This is an optimization exercise on Yosys and OpenROAD, whose aim is small area, not a production implementation. Only simulation tests tie the RTL to the original design; equivalence was not proved. Power and IR drop assume default switching activity.

==> flow/design.v (excerpt) <==
module safe_bus_wrapper (
  input  logic                                clk_i,
  input  logic                                rst_ni,
  input  logic [3*70-1:0] hart_instr_req_i,
  output logic [3*34-1:0] hart_instr_rsp_o,
  input  logic [3*70-1:0] hart_data_req_i,
  output logic [3*34-1:0] hart_data_rsp_o,
  output logic [3*70-1:0] mem_instr_req_o,
  input  logic [3*34-1:0] mem_instr_rsp_i,
  output logic [3*70-1:0] mem_data_req_o,
  input  logic [3*34-1:0] mem_data_rsp_i,
  input  logic [3-1:0]             sleep_i,
  input  logic [8-1:0]              cfg_i,
  input  logic                                cfg_valid_i,
  output logic                                tmr_error_o,
  output logic                                dmr_error_o,
  output logic [3-1:0]             tmr_error_id_o
);
Size in the first run: about 1700 cells after synthesis, about 13000 um^2 of cells after synthesis.
Settings: LEC_CHECK=0, CAP_MARGIN=20, CORE_AREA=10 10 430 430, CTS_BUF_LIST=sky130_fd_sc_hd__clkbuf_2 sky130_fd_sc_hd__clkbuf_4, DIE_AREA=0 0 440 440, GPL_ROUTABILITY_DRIVEN=0, SLEW_MARGIN=20, SYNTH_HIERARCHICAL=1; clock period 7.0 ns.
standard.sh (not shown) runs the stock make flow with config.mk's settings and CLKGATE_MAP_FILE= SYNTH_SCRIPT=/design/flow/synth_recipe.tcl, a recipe that flattens the netlist after the stock synthesis.
==> flow/flow/run.sh <==
#!/bin/bash
# Own layout flow: the standard synthesis, gate sizing down to the
# smallest variant of each combinational cell, then the standard layout
# with one sky130_fd_sc_hd__buf_1 buffer on every input and output port.
set -euo pipefail
WORK=$(pwd)
RES=$WORK/orfs/results/$FLOW_PLATFORM/safe_bus_wrapper/base

bash standard.sh synth > log_1_synth.txt 2>&1

cat > downsize_run.tcl <<EOT
read_db $RES/1_synth.odb
source $WORK/flow/downsize.tcl
write_db $RES/1_synth.odb
EOT
openroad -no_init -exit downsize_run.tcl > log_2_downsize.txt 2>&1

export BUFFER_PORTS_ARGS="-buffer_cell sky130_fd_sc_hd__buf_1"
bash standard.sh > log_3_layout.txt 2>&1
==> flow/flow/downsize.tcl <==
# Gate sizing before floorplan: every combinational cell of the synthesized
# netlist goes to the smallest-area variant of its own function (same cell
# family, other drive strength); later repair steps size up where timing needs.
set db [ord::get_db]
set block [ord::get_db_block]
set masters {}
foreach lib [$db getLibs] {
  foreach m [$lib getMasters] {
    set n [$m getName]
    # The platform marks the low-power and probe cells do not use
    if {[regexp {lpflow|probe} $n]} { continue }
    if {[regexp {^(sky130_fd_sc_hd__.+)_([0-9]+)$} $n -> base drive]} {
      set area [expr {[$m getWidth] * [$m getHeight]}]
      if {![dict exists $masters $base] ||
          $area < [lindex [dict get $masters $base] 1] ||
          ($area == [lindex [dict get $masters $base] 1] &&
           $drive > [lindex [dict get $masters $base] 2])} {
        dict set masters $base [list $m $area $drive]
      }
    }
  }
}
set swapped 0
foreach inst [$block getInsts] {
  set m [$inst getMaster]
  set n [$m getName]
  # Registers and tie cells keep their cells
  if {[regexp {^sky130_fd_sc_hd__(df|dl|sdf|edf|conb)} $n]} { continue }
  if {![regexp {^(sky130_fd_sc_hd__.+)_([0-9]+)$} $n -> base drive]} { continue }
  if {![dict exists $masters $base]} { continue }
  set best [lindex [dict get $masters $base] 0]
  if {[$best getName] ne $n} {
    if {[$inst swapMaster $best]} { incr swapped } else { puts "could not swap [$inst getName] $n" }
  }
}
puts "downsized $swapped instances"
==> next run, changes <==
--- a/flow/config.mk
+++ b/flow/config.mk
@@ -7,8 +7,7 @@
 export LEC_CHECK = 0
 export CAP_MARGIN = 20
-export CORE_AREA = 10 10 430 430
+export CORE_AREA = 10 10 460 460
 export CTS_BUF_LIST = sky130_fd_sc_hd__clkbuf_2 sky130_fd_sc_hd__clkbuf_4
-export DIE_AREA = 0 0 440 440
-export GPL_ROUTABILITY_DRIVEN = 0
+export DIE_AREA = 0 0 470 470
 export SLEW_MARGIN = 20
 export SYNTH_HIERARCHICAL = 1
What happened: The new run ran to the end with no violations. Cell count grows by 5.7%. Wire length grows by 19%. Sequential power shrinks by 16%. Clock skew shrinks by 6.8 ps.

[afterwards: timing with drivers on the ports]
In the flow no input, the clock included, has a driving cell. The finished layouts below were timed again as built, in two steps.
Step 1: set_driving_cell puts a clkbuf_16 on clk_i and a buf_2 on each other input, an assumption about the parent block.
Step 2 also shifts input and output timing later by t, the mid clock arrival at the registers, as if the neighbouring blocks saw the same clock.
Three values: ideal, step 1, step 2; two values: the first two.
| run | t (ns) | slack for setup (ns) | slew at the worst register clock pin (ns) | worst data-port slew with drivers (ns) |
|---|---|---|---|---|
| the first run | 0.300 | 0.725 / 0.658 / 0.658 | 0.08 / 0.08 | 0.42 |
| the second run | 0.296 | 0.531 / 0.457 / 0.457 | 0.08 / 0.08 | 0.30 |
After both steps setup and hold are still met in every run listed. For the second run, which loses most, drivers alone change the setup slack by -0.074 ns; drivers and shift together by -0.074 ns.
